From an optimization exercise on the open Yosys and OpenROAD flow, aimed at small area; shortcuts taken in it are not production practice.
RTL that was checked went through simulation tests only; none was proved equivalent to the original.
The clock port is modelled as an ideal driver, which makes a skipped or thinned clock tree look cheaper than it is; a real chip needs a root buffer or a tree.
No activity file was given, so power comes from the tool's default toggle rates.

run Z:
==> flow/design.v (excerpt) <==
module tagged_message_frame_parser_top (
    input  logic                  i_clk,
    input  logic                  i_rst_n,
    input  logic                  i_byte_valid,
    output logic                  i_byte_ready,
    input  logic [TAG_W-1:0]      i_byte_in_byte,
    output logic                  o_res_valid,
    input  logic                  o_res_ready,
    output logic [KIND_W-1:0]     o_res_kind,
    output logic [WORD_W-1:0]     o_res_src_id,
    output logic [WORD_W-1:0]     o_res_dest_id,
    output logic [OPC_W-1:0]      o_res_opcode,
    output logic [SIZE_W-1:0]     o_res_packet_len,
    output logic [SIZE_W-1:0]     o_res_message_len,
    output logic [TAG_W-1:0]      o_res_msg_byte,
    output logic                  o_res_last,
    output logic [ERR_W-1:0]      o_res_error_code,
    input  logic                  i_psel,
    input  logic                  i_penable,
    input  logic                  i_pwrite,
    input  logic [APB_ADDR_W-1:0] i_paddr,
    input  logic [APB_DATA_W-1:0] i_pwdata,
    output logic [APB_DATA_W-1:0] o_prdata,
    output logic                  o_pready
);
Size in the first run: ~510 cells after synthesis, about 130 flip-flops, ~5900 sq um of cells after synthesis.
==> flow/config.mk <==
export PLATFORM = sky130hd
export DESIGN_NAME = tagged_message_frame_parser_top
export DESIGN_NICKNAME = tagged_message_frame_parser_top
export VERILOG_FILES = /design/flow/design.v
export SDC_FILE = /design/flow/constraint.sdc
export NUM_CORES = 4
export LEC_CHECK = 0
export ABC_AREA = 1
export CAP_MARGIN = 20
export CORE_MARGIN = 2
export CORE_UTILIZATION = 65
export SLEW_MARGIN = 20
==> flow/constraint.sdc <==
create_clock -name core_clock -period 5.0 [get_ports {i_clk}]
set_input_delay 1.0000 -clock core_clock [delete_from_list [all_inputs] [get_ports {i_clk}]]
set_output_delay 1.0000 -clock core_clock [all_outputs]
set_load 0.01 [all_outputs]
standard.sh (not shown) runs the stock make flow with config.mk's settings and CLKGATE_MAP_FILE= SYNTH_SCRIPT=/design/flow/synth_recipe.tcl, a recipe that flattens the netlist after the stock synthesis.
==> flow/flow/run.sh <==
#!/bin/bash
# Own layout flow: the standard ORFS flow (standard.sh) with
#  - a copy of ORFS's scripts folder whose abc_area.script is replaced by
#    flow/abc_area.script (a stronger area mapping; registers are mapped by
#    dfflibmap as before, so their names and cells are unchanged);
#  - cts.tcl in that copy builds the clock tree with flow/manual_cts.tcl
#    (a root buffer driving 8 leaf buffers, each at the centre of a balanced
#    cluster of flip-flops) instead of clock_tree_synthesis;
#  - extra ORFS settings from flow/extra.mk appended to the standard flow's config.mk
#    (port buffers use buf_1, one tie cell per constant instead of one per load).
# make's output goes to flow_make.log here; ORFS writes each step's log under
# orfs/logs, copied to flow_logs/ at the end.
set -euo pipefail
W=$PWD
rm -rf "$W/orfs_scripts"
cp -r "$FLOW_HOME/scripts" "$W/orfs_scripts"
cp "$W/flow/abc_area.script" "$W/orfs_scripts/abc_area.script"
grep -q '^log_cmd clock_tree_synthesis {\*}\$cts_args$' "$W/orfs_scripts/cts.tcl"
sed -i "s#^log_cmd clock_tree_synthesis {\*}\\\$cts_args\$#source $W/flow/manual_cts.tcl; manual_cts sky130_fd_sc_hd__clkbuf_8 8 sky130_fd_sc_hd__clkbuf_4#" "$W/orfs_scripts/cts.tcl"
grep -q 'manual_cts sky130' "$W/orfs_scripts/cts.tcl"
cp config.mk own_config.mk
cat "$W/flow/extra.mk" >> own_config.mk
sed -e "s#DESIGN_CONFIG=[^ ]*#DESIGN_CONFIG=$W/own_config.mk SCRIPTS_DIR=$W/orfs_scripts#" standard.sh > own_standard.sh
status=0
bash own_standard.sh > flow_make.log 2>&1 || status=$?
cp -r orfs/logs flow_logs || true
exit $status
Other scripts of this flow, unchanged in this note and not shown: flow/flow/abc_area.script, flow/flow/extra.mk, flow/flow/manual_cts.tcl
Run Z: all stages done; final checks FAILED (setup timing).
Inputs modified between run Z and run P:
diff --git a/flow/design.v b/flow/design.v
--- a/flow/design.v
+++ b/flow/design.v
@@ -125,37 +125,33 @@
             end
             assign sum[4*g+j] = r_hdr[4*g+j] ^ bw[4*g+j];
         end
     end
     assign bw[SIZE_W] = b4 & pz[7];
     assign cout = ~bw[SIZE_W];
     logic hdr_hi0;
     assign hdr_hi0  = (r_hdr[SIZE_W-1:4] == '0);
     assign sum_zero = hdr_hi0 & (r_hdr[3:0] == 4'd12);
     assign sum_one  = hdr_hi0 & (r_hdr[3:0] == (st_msgn ? 4'd2 : 4'd13));
-    logic [7:0] cmp_val, len_val;
-    logic       match, match_len;
-    always_comb begin
-        if (st_hunt)                  cmp_val = r_hdr_tag;
-        else if (st_len)              cmp_val = sum[7:0];
-        else if (idx == 2'd3)         cmp_val = r_str_tag;
-        else                          cmp_val = r_uint_tag;
-    end
-    assign match = (b == cmp_val);
+    logic [7:0] tag_val, len_val;
+    logic       match, match_len, match_l3;
+    assign tag_val = st_hunt ? r_hdr_tag : ((idx == 2'd3) ? r_str_tag : r_uint_tag);
+    assign match   = (b == tag_val);
     always_comb begin
         case (idx)
             2'd0:    len_val = {4'b0, sum[27:24]};
             2'd1:    len_val = sum[23:16];
             default: len_val = sum[15:8];
         endcase
     end
     assign match_len = (b == len_val);
+    assign match_l3  = (b == sum[7:0]);
     always_comb begin
         n_st    = r_st;
         n_lenok = r_lenok;
         res     = 1'b0;
         if (st_hunt) begin
             if (match) n_st = S_HDR0;
         end else if (st_tag) begin
             if (idx == 2'd3) begin
                 res = 1'b1;
                 if (!match)          n_st = S_H_E1;
@@ -170,21 +166,21 @@
                 end
             end
         end else if (st_msg) begin
             res = 1'b1;
             n_st = sum_one ? S_H_B : S_MSGN;
         end else begin
             n_st = r_st + 5'd1;
             if (idx == 2'd3) n_st = {3'b000, 2'(r_st[4:2] - 3'd1)};
             if (st_len) begin
                 n_lenok = (idx == 2'd0 ? cout : r_lenok) & match_len;
-                if (idx == 2'd3 && !(r_lenok && match)) begin
+                if (idx == 2'd3 && !(r_lenok && match_l3)) begin
                     res  = 1'b1;
                     n_st = S_H_E2;
                 end
             end
         end
     end
     always_ff @(posedge i_clk) begin
         if (!i_rst_n) begin
             r_hdr_tag_n  <= '1;
             r_uint_tag_n <= '1;
### Flow results
Run P: all stages complete, timing, DRC and antenna checks passed
Run Z vs run P, standard cell with the maximum stage delay on the critical path: or3_4 vs dfxtp_1
Against run Z, run P comes in 1 higher on number of diodes.
Fraction of layout instances using a drive strength above 1 | run P below run Z
Run comparison: run P main combinational cell family by area after synthesis simple AND/OR/NAND/NOR gates; run Z main combinational cell family by area after synthesis compound AO/OA/AOI/OAI gates
Status: hold slack parity (run P, run Z)
Global-route wire length before repair down about 4.4% in run P wrt run Z
Between run Z and run P, the die width does not differ in any meaningful way.
On run P: number of DRC violations after detailed-routing iteration 0 is 36 lower than what run Z gave.
Overall power after layout, run P and run Z: larger value in run Z
Function not checked in run Z: the RTL went through the layout flow alone. In every run of this note, the design's own scripts or RTL, not TritonCTS, make the clock network.

tagged_message_frame_parser_top, a different RTL version from the one above (not shown whole).
For scale: about 560 cells after synthesis, ~220 I/O pins, roughly 0.0061 mm2 of cells after synthesis.
export LEC_CHECK = 0
export ABC_AREA = 1
export CAP_MARGIN = 20
export CORE_MARGIN = 2
export CORE_UTILIZATION = 40
export SLEW_MARGIN = 20
create_clock -name core_clock -period 5.0 [get_ports {i_clk}]
==> flow/flow/run.sh <==
#!/bin/bash
# Own layout flow: the standard ORFS flow (standard.sh) with
#  - a copy of ORFS's scripts folder whose abc_area.script is replaced by
#    flow/abc_area.script (a stronger area mapping; registers are mapped by
#    dfflibmap as before, so their names and cells are unchanged);
#  - extra ORFS settings from flow/extra.mk appended to the standard flow's config.mk
#    (port buffers use buf_1, CTS buffer list, no CTS dummy loads).
# make's output goes to flow_make.log here; ORFS writes each step's log under
# orfs/logs, copied to flow_logs/ at the end.
set -euo pipefail
W=$PWD
rm -rf "$W/orfs_scripts"
cp -r "$FLOW_HOME/scripts" "$W/orfs_scripts"
cp "$W/flow/abc_area.script" "$W/orfs_scripts/abc_area.script"
cp config.mk own_config.mk
cat "$W/flow/extra.mk" >> own_config.mk
sed -e "s#DESIGN_CONFIG=[^ ]*#DESIGN_CONFIG=$W/own_config.mk SCRIPTS_DIR=$W/orfs_scripts#" standard.sh > own_standard.sh
status=0
bash own_standard.sh > flow_make.log 2>&1 || status=$?
cp -r orfs/logs flow_logs || true
exit $status
==> flow/flow/abc_area.script <==
strash
&get -n
&dch -f
&nf -R 1000
&put
topo
stime -c
buffer -c
upsize -c
dnsize -c
==> flow/flow/extra.mk <==
export BUFFER_PORTS_ARGS = -buffer_cell sky130_fd_sc_hd__buf_1
export CTS_ARGS = -sink_clustering_enable -repair_clock_nets -dont_use_dummy_load -buf_list {sky130_fd_sc_hd__clkbuf_8}
export SKIP_REPAIR_TIE_FANOUT = 1
The baseline ran to the end with violations: setup timing.
==> next run, changes <==
--- a/flow/design.v
+++ b/flow/design.v
@@ -64,21 +64,21 @@
     logic [4:0]        r_st, n_st;
     logic              r_valid;
     logic              r_lenok, n_lenok;
     logic [WORD_W-1:0] r_hdr, r_src, r_dst;
     logic              acc, res;
     logic [TAG_W-1:0]  b;
     logic              st_hunt, st_tag, st_hdr, st_src, st_dst, st_len, st_msg, st_msgn;
     logic [1:0]        idx;
     logic [SIZE_W-1:0] sum;
     logic              cout;
-    logic              sum_hi0, sum_zero, sum_one;
+    logic              sum_zero, sum_one;
     assign b   = i_byte_in_byte;
     assign idx = r_st[1:0];
     assign st_hunt = r_st[4] & r_st[3];
     assign st_tag  = r_st[4:2] == 3'b000;
     assign st_hdr  = r_st[4:2] == 3'b001;
     assign st_src  = r_st[4:2] == 3'b010;
     assign st_dst  = r_st[4:2] == 3'b011;
     assign st_len  = r_st[4:2] == 3'b100;
     assign st_msg  = r_st[4:2] == 3'b101;
     assign st_msgn = st_msg & r_st[0];
@@ -117,23 +117,24 @@
             if (j == 0) begin : g_b0
                 assign bw[4*g] = b4 & pz[g];
             end else begin : g_bj
                 assign bw[4*g+j] = b4 & pz[g] & (r_hdr[4*g+j-1:4*g] == '0);
             end
             assign sum[4*g+j] = r_hdr[4*g+j] ^ bw[4*g+j];
         end
     end
     assign bw[SIZE_W] = b4 & pz[7];
     assign cout = ~bw[SIZE_W];
-    assign sum_hi0  = (sum[SIZE_W-1:1] == '0);
-    assign sum_zero = sum_hi0 & ~sum[0];
-    assign sum_one  = sum_hi0 & sum[0];
+    logic hdr_hi0;
+    assign hdr_hi0  = (r_hdr[SIZE_W-1:4] == '0);
+    assign sum_zero = hdr_hi0 & (r_hdr[3:0] == 4'd12);
+    assign sum_one  = hdr_hi0 & (r_hdr[3:0] == (st_msgn ? 4'd2 : 4'd13));
     logic sel_h, sel_u, sel_s, sel_l0, sel_l1, sel_l2, sel_l3;
     logic [7:0] cmp_val;
     logic       match;
     assign sel_h  = st_hunt;
     assign sel_u  = st_tag & (idx != 2'd3);
     assign sel_s  = st_tag & (idx == 2'd3);
     assign sel_l0 = st_len & (idx == 2'd0);
     assign sel_l1 = st_len & (idx == 2'd1);
     assign sel_l2 = st_len & (idx == 2'd2);
     assign sel_l3 = st_len & (idx == 2'd3);
=> The changed run produced a layout that fails on setup timing. Setup slack gets better by 0.35 ns. Design area came out lower by 2.9%. Core utilization came out lower by 1.6 points. Count of clock-buffer cells in the layout stays the same. Critical path depth came out higher by 1. Clock skew stays flat.
The RTL of the first run of this note was laid out without a check of its function.

re-timing with driven ports:
No port has a modelled driver above. Below, the same layouts with a new extraction and two added sets of constraints. Step 1, drivers: a clkbuf_16 drives i_clk and a buf_2 each remaining input, both assumed. Step 2, shift: input delay + t, output delay - t, t = (earliest + latest rising clock arrival at the registers) / 2. This alone moves slack from input paths to output paths. Slacks: ideal ports / drivers / drivers and shift; pairs: ideal ports / drivers.
| run | shift t [ns] | setup slack, ns | worst slew at a driven data input, ns |
|---|---|---|---|
| run Z | 0.520 | -0.078 / -0.115 / 0.237 | 0.04 |
| run P | 0.533 | 0.255 / 0.218 / 0.751 | 0.05 |
| the first run of note 2 | 0.470 | -0.662 / -0.662 / -0.662 | 0.05 |
| the second run of note 2 | 0.460 | -0.310 / -0.310 / -0.310 | 0.05 |
